This is an optimization exercise on Yosys and OpenROAD, whose aim is a short achievable clock period and few clock cycles per item, not a production implementation. Where RTL was checked, it was by simulation tests only, not by an equivalence proof against the original. The RTL of run 2 was laid out without a check of its function. No activity file was given, so power comes from the tool's default toggle rates.

### flow/config.mk
export PLATFORM = sky130hd
export DESIGN_NAME = qoi_pixel_decoder
export DESIGN_NICKNAME = qoi_pixel_decoder
export VERILOG_FILES = /design/flow/design.v
export SDC_FILE = /design/flow/constraint.sdc
export NUM_CORES = 4
export LEC_CHECK = 0
export CAP_MARGIN = 20
export CORE_MARGIN = 2
export CORE_UTILIZATION = 30
export SLEW_MARGIN = 20
### flow/constraint.sdc
create_clock -name core_clock -period 13.0 [get_ports {clk}]
set_input_delay 2.6000 -clock core_clock [delete_from_list [all_inputs] [get_ports {clk}]]
set_output_delay 2.6000 -clock core_clock [all_outputs]
set_load 0.01 [all_outputs]
### flow/design.v
module qoi_pixel_decoder #(
    parameter int CNT_W  = 32,
    parameter int FA_W   = 5            
) (
    input  logic                 clk,
    input  logic                 rst,
    input  logic                 start,
    input  logic [CNT_W-1:0]     frame_pixels,
    input  logic [7:0]           in_data,
    input  logic                 in_valid,
    output logic                 in_ready,
    output logic [31:0]          pix_data,
    output logic                 pix_valid,
    input  logic                 pix_ready,
    output logic                 busy,
    output logic                 done,
    output logic                 err
);
    localparam int FIFO_D = 1 << FA_W;
    logic             r_busy, r_done, r_inRdy, r_err, r_init;
    logic [CNT_W-1:0] r_frame;
    logic             w_start, w_acc;
    assign w_start   = start && !r_busy;
    assign w_acc     = in_valid && r_inRdy;
    assign in_ready  = r_inRdy;
    assign busy      = r_busy;
    assign done      = r_done;
    assign err       = r_err;
    logic       b_valid;
    logic [7:0] b_data;
    always_ff @(posedge clk) begin
        b_data  <= in_data;
        b_valid <= !rst && w_acc;
    end
    logic [31:0]      r_prev;
    logic [5:0]       r_hprev;
    logic             r_opPh;       
    logic             r_lastArg;    
    logic             r_luma, r_rgba;
    logic [1:0]       r_argN;       
    logic [7:0]       r_a0, r_a1, r_a2;    
    logic [5:0]       r_hacc;
    logic [CNT_W-1:0] r_rem;        
    logic             r_mph;        
    logic [2:0]       r_mk1;        
    logic [31:0]      r_index [0:63];
    logic [63:0]      r_ivalid;
    logic             wp_valid;
    logic [5:0]       wp_h;
    logic [31:0]      wp_pix;
    logic             w_cmp;        
    logic [31:0]      w_pix;
    logic [5:0]       w_h;
    logic             w_isRun, w_remHiZ;
    logic             w_end, w_trunc;
    logic [5:0]       w_n1, w_n1Eff, w_remLo1;
    logic             w_dec;
    logic [7:0]       w_dg;
    logic [5:0]       w_idx;
    logic [31:0]      w_idxPix;
    logic             w_idxVal;
    logic [5:0]       w_diffH, w_lumaH;
    assign w_dec = b_valid && !r_mph;
    assign w_idx = b_data[5:0];
    assign w_dg  = {2'b00, b_data[5:0]} - 8'd32;
    always_comb begin
        if (wp_valid && wp_h == w_idx) begin
            w_idxPix = wp_pix;
            w_idxVal = 1'b1;
        end else begin
            w_idxPix = r_index[w_idx];
            w_idxVal = r_ivalid[w_idx];
        end
    end
    assign w_diffH = 6'd3 * (6'(b_data[5:4]) - 6'd2) + 6'd5 * (6'(b_data[3:2]) - 6'd2) +
                     6'd7 * (6'(b_data[1:0]) - 6'd2);
    assign w_lumaH = 6'd3 * (6'(b_data[7:4]) - 6'd8) + 6'd7 * (6'(b_data[3:0]) - 6'd8);
    assign w_isRun = r_opPh && b_data[7:6] == 2'b11 && b_data[5:1] != 5'b11111;
    assign w_cmp   = r_opPh ? (b_data[7:6] != 2'b10 && b_data[7:1] != 7'b1111111) : r_lastArg;
    assign w_n1    = w_isRun ? b_data[5:0] : 6'd0;
    always_comb begin
        w_pix = r_prev;
        w_h   = r_hprev;
        if (r_opPh) begin
            if (b_data[7:6] == 2'b00) begin
                w_pix = w_idxVal ? w_idxPix : 32'h0;
                w_h   = w_idxVal ? w_idx : 6'd0;
            end else if (b_data[7:6] == 2'b01) begin
                w_pix = {r_prev[31:24] + {6'b0, b_data[5:4]} - 8'd2,
                         r_prev[23:16] + {6'b0, b_data[3:2]} - 8'd2,
                         r_prev[15:8]  + {6'b0, b_data[1:0]} - 8'd2,
                         r_prev[7:0]};
                w_h   = r_hprev + w_diffH;
            end
        end else if (r_luma) begin
            w_pix = {r_a0 + {4'b0, b_data[7:4]} - 8'd8, r_a1,
                     r_a2 + {4'b0, b_data[3:0]} - 8'd8, r_prev[7:0]};
            w_h   = r_hacc + w_lumaH;
        end else if (!r_rgba) begin
            w_pix = {r_a0, r_a1, b_data, r_prev[7:0]};
            w_h   = r_hacc + 6'(b_data) * 6'd7;
        end else begin
            w_pix = {r_a0, r_a1, r_a2, b_data};
            w_h   = r_hacc + 6'(b_data) * 6'd11;
        end
    end
    assign w_remHiZ = (r_rem[CNT_W-1:6] == '0);
    assign w_remLo1 = r_rem[5:0] - 6'd1;
    assign w_end    = w_remHiZ && (w_remLo1 <= w_n1);
    assign w_trunc  = w_remHiZ && (w_remLo1 < w_n1);
    assign w_n1Eff  = w_trunc ? w_remLo1 : w_n1;
    always_ff @(posedge clk) begin
        if (r_init) begin
            r_prev   <= 32'h0000_00FF;
            r_hprev  <= 6'd53;
            r_opPh   <= 1'b1;
            r_rem    <= r_frame;
            r_mph    <= 1'b0;
            r_mk1    <= 3'd0;
            r_ivalid <= '0;
            wp_valid <= 1'b0;
        end else begin
            wp_valid <= 1'b0;
            if (b_valid && r_mph) r_mk1 <= r_mk1 + 3'd1;
            if (w_dec) begin
                if (w_cmp) begin
                    r_prev   <= w_pix;
                    r_hprev  <= w_h;
                    r_opPh   <= 1'b1;
                    r_rem    <= r_rem - (CNT_W'(w_n1) + CNT_W'(1));
                    wp_valid <= 1'b1;
                    wp_h     <= w_h;
                    wp_pix   <= w_pix;
                    if (w_end) r_mph <= 1'b1;
                end else if (r_opPh) begin
                    r_opPh    <= 1'b0;
                    r_argN    <= 2'd0;
                    r_luma    <= (b_data[7:6] == 2'b10);
                    r_rgba    <= b_data[0];
                    r_lastArg <= (b_data[7:6] == 2'b10);
                    if (b_data[7:6] == 2'b10) begin
                        r_a0   <= r_prev[31:24] + w_dg;
                        r_a1   <= r_prev[23:16] + w_dg;
                        r_a2   <= r_prev[15:8]  + w_dg;
                        r_hacc <= r_hprev + 6'(w_dg) * 6'd15;
                    end else begin
                        r_hacc <= b_data[0] ? 6'd0 : 6'(r_prev[7:0]) * 6'd11;
                    end
                end else begin
                    r_argN    <= r_argN + 2'd1;
                    r_lastArg <= (r_argN == (r_rgba ? 2'd2 : 2'd1));
                    case (r_argN)
                        2'd0: begin r_a0 <= b_data; r_hacc <= r_hacc + 6'(b_data) * 6'd3; end
                        2'd1: begin r_a1 <= b_data; r_hacc <= r_hacc + 6'(b_data) * 6'd5; end
                        default: begin r_a2 <= b_data; r_hacc <= r_hacc + 6'(b_data) * 6'd7; end
                    endcase
                end
            end
            if (wp_valid) r_ivalid[wp_h] <= 1'b1;
        end
        if (wp_valid) r_index[wp_h] <= wp_pix;
    end
    logic [31:0]     f_pix [0:FIFO_D-1];
    logic [5:0]      f_n1  [0:FIFO_D-1];
    logic [FA_W-1:0] f_wr, f_rd;
    logic [FA_W:0]   f_cnt;
    logic            w_push, w_pop, w_fEmpty;
    logic [31:0]     o_pix;
    logic [5:0]      o_n1;
    logic            o_valid, w_oFree, w_oLast;
    assign w_push   = w_dec && w_cmp;
    assign w_fEmpty = (f_cnt == '0);
    assign w_oLast  = pix_ready && o_n1 == 6'd0;
    assign w_oFree  = !o_valid || w_oLast;
    assign w_pop    = w_oFree && !w_fEmpty;
    always_ff @(posedge clk) begin
        if (w_push) begin
            f_pix[f_wr] <= w_pix;
            f_n1[f_wr]  <= w_n1Eff;
        end
        if (rst || r_init) begin
            f_wr  <= '0;
            f_rd  <= '0;
            f_cnt <= '0;
        end else begin
            if (w_push) f_wr <= f_wr + FA_W'(1);
            if (w_pop)  f_rd <= f_rd + FA_W'(1);
            f_cnt <= f_cnt + (FA_W+1)'(w_push) - (FA_W+1)'(w_pop);
        end
        if (rst)          o_valid <= 1'b0;
        else if (w_oFree) o_valid <= !w_fEmpty;
        if (w_pop) begin
            o_pix <= f_pix[f_rd];
            o_n1  <= f_n1[f_rd];
        end else if (o_valid && pix_ready) begin
            o_n1  <= o_n1 - 6'd1;
        end
    end
    assign pix_data  = o_pix;
    assign pix_valid = o_valid;
    logic [3:0] w_mkTot;
    logic       w_mkAll, w_lastMk, r_mkAll, w_drained;
    assign w_mkTot   = {1'b0, r_mk1} + 4'(b_valid) + 4'(w_acc);
    assign w_mkAll   = r_mph && !r_init && (w_mkTot == 4'd8);
    assign w_lastMk  = w_mkAll && w_acc;
    assign w_drained = w_fEmpty && (!o_valid || w_oLast);
    always_ff @(posedge clk) begin
        if (rst) begin
            r_busy  <= 1'b0;
            r_done  <= 1'b0;
            r_inRdy <= 1'b0;
            r_err   <= 1'b0;
            r_init  <= 1'b0;
            r_mkAll <= 1'b0;
        end else begin
            r_init <= w_start;
            if (w_start) begin
                r_busy  <= 1'b1;
                r_done  <= 1'b0;
                r_inRdy <= 1'b1;
                r_err   <= 1'b0;
                r_frame <= frame_pixels;
                r_mkAll <= 1'b0;
            end else if (r_busy) begin
                if (w_mkAll) r_mkAll <= 1'b1;
                r_inRdy <= !w_mkAll && !r_mkAll && (f_cnt <= (FA_W+1)'(FIFO_D - 3));
                r_done  <= !r_done && (w_mkAll || r_mkAll) && w_drained;
                if (r_done) r_busy <= 1'b0;
                if (w_dec && w_cmp && w_trunc) r_err <= 1'b1;
                if (b_valid && r_mph && r_mk1 != 3'd7 && b_data != 8'h00) r_err <= 1'b1;
                if (w_lastMk && in_data != 8'h01) r_err <= 1'b1;
            end
        end
    end
endmodule
### flow/run.sh
#!/bin/bash
# synth_recipe.tcl (not shown) runs the flow's synth.tcl, then flattens the netlist and writes it again
# the make line also repeats each setting of config.mk as NAME=value (left out here)
make -C /OpenROAD-flow-scripts/flow DESIGN_CONFIG=/design/flow/config.mk WORK_HOME=/design/flow/orfs CLKGATE_MAP_FILE= SYNTH_SCRIPT=/design/flow/synth_recipe.tcl finish
==> results.toml, run 1 <==
[cells_and_area]
final_common_cell = "edfxtp_1"
fill_cells = 44480
regArea_um2 = 106000
utilization = 0.347
fin_nets = 7790
area_growth_pct = 14.9
final_cell_mix = "3439 x edfxtp_1, 944 x mux4_2, 368 x clkbuf_16"
multi_input_area_um2 = 36800
drive_above_1_share = 0.247

[placement]
portBuffers = 81
dp_slack_ns = 6.08
dp_hpwl_um = 223000
place.gp.congestion = 0.832

[floorplanning]
die_height_um = 698
core_area_um2 = 479000
row_count = 254
die_w_um = 698
start_util = 0.302
die-area_um2 = 487000
io_pins = 82

[critical_path]
cp_max_fo = 59
endpoint_kind = "register"
cp.arrival_ns = 7.13
worstSetupStartpointType = "register"
crit_type = "reg2reg"
cp_data_required_time_ns = 13.31

[hold_path]
hp-class = "reg2reg"

[global_route]
grt.overflow.total = 0
grt_pass1_wl_um = 579000
grt_max_degree = 145
track_usage = 0.165
antenna_found_initial = 17
grt_pass1_vias = 74793

[timing]
hold_viol = 0
setup_ws_ns = 6.18
drv_slew = 0
relSlewSlack = 0.205
timing.hold.ws_ns = 0.464
fin_crit_sh = 0.525
fmax_ghz = 0.147
fin_worst_skew_ns = 0.0893
tightest_slew_ns = 1.19
finalSetupViolCount = 0
fin_setup_tns_ns = 0
rsz0062_at_grt = "no"
min_period_ns = 6.82

[drt]
drt_first_pass_iters = 7
final_antenna_net_count = 0
drtIter0Drc = 9979
wl_um = 414000
via_per_inst = 5.28
drc = 0
dr_total_vias = 74894
routedWlPerCell_um = 29.2

[clock_network]
cts_tree = "yes"
cts.sinks = 3584
clock-root-buffer = "clkbuf_16"
cts_hold_buffers = 0
path_clk_slew_ns = 0.07
cts_made_buffers = 359
ctsHtreeMaxLevel = 5
postCtsSetupRepairBufs = 0
clockBufferDepth = 4
cts_resized = 0
worstSkewPairLatency_ns = 0.92

[synthesis]
netlist_instances = 7183
synth.area.top_cells = "edfxtp_1 71%, mux4_2 15%, dfxtp_1 2.0%, ha_1 1.5%, nand2_1 0.94%"
synth.distinct_cells = 82
synth_largest_area_cell = "edfxtp_1"
ys_ff_latch = 3584
synthFlopType = "edfxtp_1"
synth_edf_count = 3439
async_flop_share = 0
synth_area_um2 = 145000
yosysSeqAreaShare = 0.734
synth_warnings = 1
synth.top_cell.area_share = 0.714
syn_area_per_cell_um2 = 20.1
synthesis.nets = 7466

[pwr]
p_leak_uw = 0.0520
comb_power_share = 0.135
p_seq_frac = 0.488
power_switching_uw = 6630
p_total_uw = 27200
p_clk_frac = 0.377
power-per-cell-area_nw_per_um2 = 164
peakVddDrop_mv = 0.103
p_int_uw = 20600
switching_share = 0.244

[job]
cap_violations = 0

[outcome]
outcome = "complete, no violations"
==> registers in the layout (all words and copies together) (netlist names), 8 cells and up, named ones only <==
signal,flops
b_data,8
f_n1,192
f_pix,1024
o_pix,32
r_a0,8
r_a1,8
r_a2,8
r_frame,32
r_index,2048
r_ivalid,64
r_prev,32
r_rem,32
wp_pix,32
==> cells in the mapped netlist (all sizes together), types with 11 or more instances <==
library cell / number
edfxtp: 3439
mux4: 944
nand2: 363
nor2: 329
buf: 204
a21oi: 198
inv: 176
ha: 174
clkbuf: 157
dfxtp: 145
mux2i: 108
o21ai: 106
xnor2: 102
fa: 64
xor2: 53
mux2: 52
nand3: 52
a21o: 42
nor3: 42
a31oi: 40
a22oi: 26
a211oi: 25
and3: 25
nor2b: 24
nand4: 20
o21bai: 20
nor4: 17
o21a: 16
o22ai: 16
a221oi: 15
nand2b: 14
o211ai: 14
or3: 12
o31ai: 11
==> path summary, 6_finish.rpt <==
| path | from | slack, ns | cells past startpoint | end |
|---|---|---|---|---|
| max | b_data[1]$_DFF_P_ | 6.18 | 10 | f_pix[29][9]$_DFFE_PP_ |
| min | r_ivalid[21]$_SDFFE_PP0P_ | 0.46 | 2 | r_ivalid[21]$_SDFFE_PP0P_ |
| max reg2reg | b_data[1]$_DFF_P_ | 6.18 | 10 | f_pix[29][9]$_DFFE_PP_ |
| min reg2reg | r_ivalid[21]$_SDFFE_PP0P_ | 0.46 | 2 | r_ivalid[21]$_SDFFE_PP0P_ |
==> stage by stage <==
stage | area, µm² | cells
floorplan | 145000 | 7183
global placement | 154000 | 13539
finish | 166000 | 14197
CTS | 166000 | 14190
detailed placement | 155000 | 13544
global route | 166000 | 14192
==> worst max-delay path: stages (launching register included) <==
cell and delay [ns]:
dfxtp_4 0.69, buf_4 0.85, buf_4 0.75, buf_4 0.85
mux4_2 0.42, nand2_1 0.08, nand2_1 0.07, a222oi_1 0.41
o211ai_1 0.35, o2111ai_1 0.57, nand2_1 0.90
==> layer usage <==
metal,GRT usage,up-vias,wire length (µm)
met3,0.0319,651,37600
met4,0.0500,0,13400
met1,0.219,40407,162000
met5,0,-,0
li1,-,29998,-
met2,0.274,3838,201000
==> layout make-up <==
type / count / area share
well taps: 6400 / 0.0482
flip-flops and latches: 3584 / 0.640
clock buffers: 433 / 0.0570
diodes: 5 / 0.0000753
repair buffers: 324 / 0.0172
multi-input cells: 3060 / 0.222
clock inverters: 213 / 0.0120
inverters: 178 / 0.00408
==> power by group through the flow <==
| stage | combinational (µW) | clock, µW | sequential [µW] |
|---|---|---|---|
| after floorplan | 2480 | 0 | 13500 |
| after global placement | 3600 | 0 | 13500 |
| after detailed placement | 3670 | 0 | 13500 |
| after CTS | 3680 | 10400 | 13300 |
| after global routing | 3950 | 10800 | 13300 |
| final | 3670 | 10200 | 13300 |
==> cells by family (layout without fill, tap and decap cells) <==
| family | count (synthesis) | count (layout) | synth area share |
|---|---|---|---|
| simple gates | 946 | 946 | 0.0289 |
| other cells | 0 | 5 | 0 |
| flops | 3584 | 3584 | 0.734 |
| buf+inv | 539 | 1148 | 0.0170 |
| fa+ha+maj | 238 | 238 | 0.0239 |
| compound gates | 615 | 615 | 0.0274 |
| xor+xnor | 157 | 157 | 0.00970 |
| mux | 1104 | 1104 | 0.159 |
Testbench counts, summed over its fixed seeds: cycles 33,414, pixels 29,966.
==> run 2, diff against run 1 <==
--- a/flow/design.v
+++ b/flow/design.v
@@ -1,6 +1,6 @@
 module qoi_pixel_decoder #(
     parameter int CNT_W  = 32,
-    parameter int FA_W   = 5            
+    parameter int FIFO_D = 32
 ) (
     input  logic                 clk,
     input  logic                 rst,
@@ -16,7 +16,6 @@
     output logic                 done,
     output logic                 err
 );
-    localparam int FIFO_D = 1 << FA_W;
     logic             r_busy, r_done, r_inRdy, r_err, r_init;
     logic [CNT_W-1:0] r_frame;
     logic             w_start, w_acc;
@@ -26,11 +25,13 @@
     assign busy      = r_busy;
     assign done      = r_done;
     assign err       = r_err;
-    logic       b_valid;
-    logic [7:0] b_data;
+    logic        b_valid;
+    logic [7:0]  b_data;
+    logic [63:0] b_oh;          
     always_ff @(posedge clk) begin
         b_data  <= in_data;
         b_valid <= !rst && w_acc;
+        for (int k = 0; k < 64; k++) b_oh[k] <= (in_data[5:0] == 6'(k));
     end
     logic [31:0]      r_prev;
     logic [5:0]       r_hprev;
@@ -48,6 +49,7 @@
     logic             wp_valid;
     logic [5:0]       wp_h;
     logic [31:0]      wp_pix;
+    logic [5:0]       wp_n1;
     logic             w_cmp;        
     logic [31:0]      w_pix;
     logic [5:0]       w_h;
@@ -57,19 +59,21 @@
     logic             w_dec;
     logic [7:0]       w_dg;
     logic [5:0]       w_idx;
-    logic [31:0]      w_idxPix;
+    logic [31:0]      w_idxRd, w_idxPix;
     logic             w_idxVal;
     logic [5:0]       w_diffH, w_lumaH;
     assign w_dec = b_valid && !r_mph;
     assign w_idx = b_data[5:0];
     assign w_dg  = {2'b00, b_data[5:0]} - 8'd32;
     always_comb begin
+        w_idxRd = 32'h0;
+        for (int k = 0; k < 64; k++) w_idxRd = w_idxRd | (r_index[k] & {32{b_oh[k] & r_ivalid[k]}});
         if (wp_valid && wp_h == w_idx) begin
             w_idxPix = wp_pix;
             w_idxVal = 1'b1;
         end else begin
-            w_idxPix = r_index[w_idx];
-            w_idxVal = r_ivalid[w_idx];
+            w_idxPix = w_idxRd;
+            w_idxVal = |(b_oh & r_ivalid);
         end
     end
     assign w_diffH = 6'd3 * (6'(b_data[5:4]) - 6'd2) + 6'd5 * (6'(b_data[3:2]) - 6'd2) +
@@ -83,7 +87,7 @@
         w_h   = r_hprev;
         if (r_opPh) begin
             if (b_data[7:6] == 2'b00) begin
-                w_pix = w_idxVal ? w_idxPix : 32'h0;
+                w_pix = w_idxPix;
                 w_h   = w_idxVal ? w_idx : 6'd0;
             end else if (b_data[7:6] == 2'b01) begin
                 w_pix = {r_prev[31:24] + {6'b0, b_data[5:4]} - 8'd2,
@@ -129,8 +133,6 @@
                     r_opPh   <= 1'b1;
                     r_rem    <= r_rem - (CNT_W'(w_n1) + CNT_W'(1));
                     wp_valid <= 1'b1;
-                    wp_h     <= w_h;
-                    wp_pix   <= w_pix;
                     if (w_end) r_mph <= 1'b1;
                 end else if (r_opPh) begin
                     r_opPh    <= 1'b0;
@@ -158,40 +160,58 @@
             end
             if (wp_valid) r_ivalid[wp_h] <= 1'b1;
         end
+        if (rst) wp_valid <= 1'b0;
+        if (w_dec && w_cmp) begin
+            wp_h   <= w_h;
+            wp_pix <= w_pix;
+            wp_n1  <= w_n1Eff;
+        end
         if (wp_valid) r_index[wp_h] <= wp_pix;
     end
-    logic [31:0]     f_pix [0:FIFO_D-1];
-    logic [5:0]      f_n1  [0:FIFO_D-1];
-    logic [FA_W-1:0] f_wr, f_rd;
-    logic [FA_W:0]   f_cnt;
-    logic            w_push, w_pop, w_fEmpty;
-    logic [31:0]     o_pix;
-    logic [5:0]      o_n1;
-    logic            o_valid, w_oFree, w_oLast;
-    assign w_push   = w_dec && w_cmp;
-    assign w_fEmpty = (f_cnt == '0);
+    logic [31:0]       f_pix [0:FIFO_D-1];
+    logic [5:0]        f_n1  [0:FIFO_D-1];
+    logic [FIFO_D-1:0] f_wr, f_rd;
+    logic [5:0]        f_cnt;
+    logic              w_push, w_pop, w_fEmpty;
+    logic [31:0]       w_fPix;
+    logic [5:0]        w_fN1;
+    logic [31:0]       o_pix;
+    logic [5:0]        o_n1;
+    logic              o_valid, w_oFree, w_oLast;
+    assign w_push   = wp_valid;
+    assign w_fEmpty = (f_cnt == 6'd0);
     assign w_oLast  = pix_ready && o_n1 == 6'd0;
     assign w_oFree  = !o_valid || w_oLast;
     assign w_pop    = w_oFree && !w_fEmpty;
-    always_ff @(posedge clk) begin
-        if (w_push) begin
-            f_pix[f_wr] <= w_pix;
-            f_n1[f_wr]  <= w_n1Eff;
+    always_comb begin
+        w_fPix = 32'h0;
+        w_fN1  = 6'd0;
+        for (int k = 0; k < FIFO_D; k++) begin
+            w_fPix = w_fPix | (f_pix[k] & {32{f_rd[k]}});
+            w_fN1  = w_fN1  | (f_n1[k]  & {6{f_rd[k]}});
+        end
+    end
+    always_ff @(posedge clk) begin
+        for (int k = 0; k < FIFO_D; k++) begin
+            if (w_push && f_wr[k]) begin
+                f_pix[k] <= wp_pix;
+                f_n1[k]  <= wp_n1;
+            end
         end
         if (rst || r_init) begin
-            f_wr  <= '0;
-            f_rd  <= '0;
-            f_cnt <= '0;
-        end else begin
-            if (w_push) f_wr <= f_wr + FA_W'(1);
-            if (w_pop)  f_rd <= f_rd + FA_W'(1);
-            f_cnt <= f_cnt + (FA_W+1)'(w_push) - (FA_W+1)'(w_pop);
+            f_wr  <= FIFO_D'(1);
+            f_rd  <= FIFO_D'(1);
+            f_cnt <= 6'd0;
+        end else begin
+            if (w_push) f_wr <= {f_wr[FIFO_D-2:0], f_wr[FIFO_D-1]};
+            if (w_pop)  f_rd <= {f_rd[FIFO_D-2:0], f_rd[FIFO_D-1]};
+            f_cnt <= f_cnt + 6'(w_push) - 6'(w_pop);
         end
         if (rst)          o_valid <= 1'b0;
         else if (w_oFree) o_valid <= !w_fEmpty;
         if (w_pop) begin
-            o_pix <= f_pix[f_rd];
-            o_n1  <= f_n1[f_rd];
+            o_pix <= w_fPix;
+            o_n1  <= w_fN1;
         end else if (o_valid && pix_ready) begin
             o_n1  <= o_n1 - 6'd1;
         end
@@ -203,7 +223,7 @@
     assign w_mkTot   = {1'b0, r_mk1} + 4'(b_valid) + 4'(w_acc);
     assign w_mkAll   = r_mph && !r_init && (w_mkTot == 4'd8);
     assign w_lastMk  = w_mkAll && w_acc;
-    assign w_drained = w_fEmpty && (!o_valid || w_oLast);
+    assign w_drained = w_fEmpty && !wp_valid && (!o_valid || w_oLast);
     always_ff @(posedge clk) begin
         if (rst) begin
             r_busy  <= 1'b0;
@@ -223,7 +243,7 @@
                 r_mkAll <= 1'b0;
             end else if (r_busy) begin
                 if (w_mkAll) r_mkAll <= 1'b1;
-                r_inRdy <= !w_mkAll && !r_mkAll && (f_cnt <= (FA_W+1)'(FIFO_D - 3));
+                r_inRdy <= !w_mkAll && !r_mkAll && (f_cnt <= 6'(FIFO_D - 4));
                 r_done  <= !r_done && (w_mkAll || r_mkAll) && w_drained;
                 if (r_done) r_busy <= 1'b0;
                 if (w_dec && w_cmp && w_trunc) r_err <= 1'b1;
==> flow/flow/run.sh (new file) <==
#!/bin/bash
set -euo pipefail
bash standard.sh finish SETUP_SLACK_MARGIN=9 > make_finish.log 2>&1
==> flow/standard.sh (new file) <==
#!/bin/bash
# synth_recipe.tcl (not shown) runs the flow's synth.tcl, then flattens the netlist and writes it again
# the make line also repeats each setting of config.mk as NAME=value (left out here)
make -C /OpenROAD-flow-scripts/flow DESIGN_CONFIG=/design/flow/config.mk WORK_HOME=/design/flow/orfs CLKGATE_MAP_FILE= SYNTH_SCRIPT=/design/flow/synth_recipe.tcl "${@:-finish}"
--- a/flow/config.mk
+++ b/flow/config.mk
@@ -5,6 +5,7 @@
 export SDC_FILE = /design/flow/constraint.sdc
 export NUM_CORES = 4
 export LEC_CHECK = 0
+export ABC_CLOCK_PERIOD_IN_PS = 3500
 export CAP_MARGIN = 20
 export CORE_MARGIN = 2
 export CORE_UTILIZATION = 30
removed: flow/run.sh
==> run 2 against run 1 <==
First-iteration DRC count grew 93%. Register-to-register slack improved by 2.1 ns. Sequential power barely moved. Cell count up 7.1%. Fmax rose by 45%. Worst hold slack gained 0.0086 ns. Clock-buffer cell count increased by 13. Final area shrank 2.4%. Flip-flop and latch count increased by 119. Combinational power down 49%. Largest cell class unchanged. Via count up 23%. Largest power group unchanged. Setup slack better by 2.1 ns.
==> results.toml, run 2 <==
[outcome]
outcome = "complete, no violations"

[clock_network]
clockBufferDepth = 4
cts_tree = "yes"
cts.sinks = 3703
worstSkewPairLatency_ns = 0.96
cts_hold_buffers = 0
clock-root-buffer = "clkbuf_16"
ctsHtreeMaxLevel = 5
path_clk_slew_ns = 0.07
cts_made_buffers = 351

[cells_and_area]
top_regs = "r_index: 2048 flops, f_pix: 1024 flops, f_n1: 192 flops"
drive_above_1_share = 0.132
largest_reg_flops = 2048
top_register = "r_index"
final_cell_mix = "3445 x edfxtp_1, 1012 x a22oi_1, 363 x clkbuf_16"
fill_cells = 43640
final_common_cell = "edfxtp_1"
stdcell_count = 15205
fin_nets = 8981
area_growth_pct = 15.6

[hold_path]
holdCritStartpoint = "r_ivalid[40]$_SDFFE_PP0P_"
holdPathStages = 2
worstHoldEndpoint = "r_ivalid[40]$_SDFFE_PP0P_"
hp-class = "reg2reg"

[synthesis]
synth_area_um2 = 140000
synth_edf_count = 3445
async_flop_share = 0
synth.area.top_cells = "edfxtp_1 74%, a22oi_1 5.4%, dfxtp_1 3.7%, a22o_1 1.6%, a221oi_1 1.5%"
synthFlopType = "edfxtp_1"
ys_ff_latch = 3703
yosysSeqAreaShare = 0.775
synth.distinct_cells = 78
netlist_instances = 8378
synthesis.nets = 8656
synth.top_cell.area_share = 0.738
synth_warnings = 3
synthTopCellsByCount = "3445 x edfxtp_1, 1012 x a22oi_1, 335 x nor2_1, 272 x clkbuf_1, 262 x a22o_1"
yosysMostFrequentCell = "edfxtp_1"
syn_area_per_cell_um2 = 16.7
synth_largest_area_cell = "edfxtp_1"

[global_route]
grt_pass1_vias = 86272
antenna_found_initial = 35
grt_max_degree = 98
track_usage = 0.231
grt.overflow.total = 0
grt_pass1_wl_um = 752000

[drt]
via_per_inst = 6.08
drc = 0
final_antenna_net_count = 0
routedWlPerCell_um = 37.4
drt_first_pass_iters = 6
wl_um = 568000
drtIter0Drc = 19287
dr_total_vias = 92407

[timing]
min_period_ns = 4.70
fin_worst_skew_ns = 0.0800
fmax_ghz = 0.213
hold_viol = 0
finalSetupViolCount = 0
tightest_slew_ns = 1.36
drv_slew = 0
fin_setup_tns_ns = 0
fin_crit_sh = 0.362
relSlewSlack = 0.0913
rsz0062_at_grt = "yes"

[critical_path]
crit_type = "reg2reg"
regToRegStartpoint = "b_data[5]$_DFF_P_"
rrSetupSlack_ns = 8.30
endpoint_kind = "register"
worstRegToRegCells = 19
reg2reg_to = "wp_h[5]$_DFFE_PP_"
worstSetupStartpointType = "register"
cp_max_fo = 2
cp_data_required_time_ns = 13.65
cp.arrival_ns = 5.36

[placement]
place.gp.congestion = 0.918
portBuffers = 81
dp_hpwl_um = 306000
numPlacedInstances = 14505

[floorplanning]
row_count = 251
die_w_um = 687
die_height_um = 687
die-area_um2 = 473000
start_util = 0.300
core_area_um2 = 466000
io_pins = 82

[pwr]
peakVddDrop_mv = 0.115
p_leak_uw = 0.0523
p_total_uw = 25400
power-per-cell-area_nw_per_um2 = 157

[job]
cap_violations = 0
==> run 2: cell types whose count changed after synthesis, sizes merged, moves of 194 or more <==
cell	delta
a22oi	+986
mux4	-944
nand4	+201
a221oi	+228
a22o	+256
and3	+194
==> run 2: final cells by class <==
type / instances / area [µm²] / area share
flip-flops and latches: 3703 / 109000 / 0.671
multi-input cells: 4066 / 30200 / 0.187
clock buffers: 446 / 9510 / 0.0587
well taps: 6198 / 7750 / 0.0479
repair buffers: 414 / 3440 / 0.0212
clock inverters: 194 / 1680 / 0.0104
inverters: 165 / 647 / 0.00399
diodes: 17 / 42.5 / 0.000263
repair inverters: 2 / 17.5 / 0.000108
==> run 2: worst max path at each step <==
stage | cells past startpoint | slack, ns | startpoint | to
6_report | 19 | 8.30 | b_data[5]$_DFF_P_ | wp_h[5]$_DFFE_PP_
5_1_grt | 19 | 8.11 | b_data[5]$_DFF_P_ | wp_h[5]$_DFFE_PP_
4_1_cts | 19 | 8.32 | b_data[5]$_DFF_P_ | wp_h[5]$_DFFE_PP_
3_5_place_dp | 14 | 6.86 | pix_ready | f_cnt[5]$_SDFF_PP0_
3_3_place_gp | 16 | 6.70 | pix_ready | f_cnt[4]$_SDFF_PP0_
2_1_floorplan | 21 | 8.11 | b_data[5]$_DFF_P_ | wp_h[5]$_DFFE_PP_
==> run 2: what timing repair did <==
item                       in CTS  in global routing
pin swaps                      16                 13
setup endpoints to repair     178                 95
gates cloned                    2                  0
buffers inserted               17                 11
gates resized for setup       229                 29
==> run 2: power breakdown <==
part	internal, µW	switching [µW]
sequential	13100	182
clock	5670	4570
combinational	672	1190
total	19500	5940
==> run 2: stage by stage <==
step           instance area (µm²)  utilization  hold slack [ns]  setup slack (ns)
2_1_floorplan               140000            -            0.429              8.11
3_3_place_gp                150000        0.322            0.445              6.70
3_5_place_dp                150000        0.322            0.456              6.86
4_1_cts                     162000        0.346            0.471              8.32
5_1_grt                     162000        0.347            0.496              8.11
6_report                    162000        0.347            0.473              8.30
==> run 2: cell families after synthesis <==
logic type               after synthesis  synth area share
adder cells (fa/ha/maj)              233            0.0242
AND/OR/NAND/NOR                     1577            0.0592
buffers and inverters                609            0.0175
multiplexers                          41           0.00298
flip-flops                          3703             0.775
XOR/XNOR                             142           0.00927
AO/OA/AOI/OAI                       2073             0.112
==> run 2: layer usage <==
layer / wire [µm] / GRT usage
met2: 248000 / 0.352
met1: 194000 / 0.290
met4: 40900 / 0.134
met3: 84600 / 0.0706
met5: 254 / 0
==> run 2: critical path: stages, from the launching register on <==
cell        delay, ns
dfxtp_4          0.38
clkinvlp_4       0.20
ha_4             0.32
inv_2            0.03
fa_1             0.47
inv_1            0.05
fa_1             0.49
inv_2            0.05
fa_1             0.51
inv_1            0.06
fa_1             0.52
inv_2            0.05
fa_2             0.34
nand2b_4         0.16
a21oi_4          0.12
xnor2_1          0.13
nor2_1           0.08
xnor2_1          0.16
o22ai_1          0.10
a21bo_2          0.22

[what the ideal ports hide]
The flow's constraints put no driver on any port. The routed layouts listed below were extracted and timed again, unchanged, in two steps.
Step 1 sets driving cells, clkbuf_16 on the clock port and buf_2 on the other inputs (assumed; they add their load-dependent delay and slew).
Step 2, shift: input delay + t, output delay - t, t = (earliest + latest rising clock arrival at the registers) / 2. This alone moves slack from input paths to output paths.
a / b / c = ideal / step 1 / step 2; a / b = the first two.
run | t, ns | setup WS [ns] | worst setup path after step 2 | latest minus earliest clock arrival (ns)
run 1 | 0.980 | 6.176 / 6.176 / 6.176 | register to register | 0.090 / 0.090
run 2 | 1.024 | 8.295 / 8.295 / 8.139 | input to register | 0.092 / 0.092
After both steps every run listed still meets setup and hold. For run 2, which loses most, drivers alone change the setup slack by 0.000 ns; drivers and shift together by -0.156 ns.
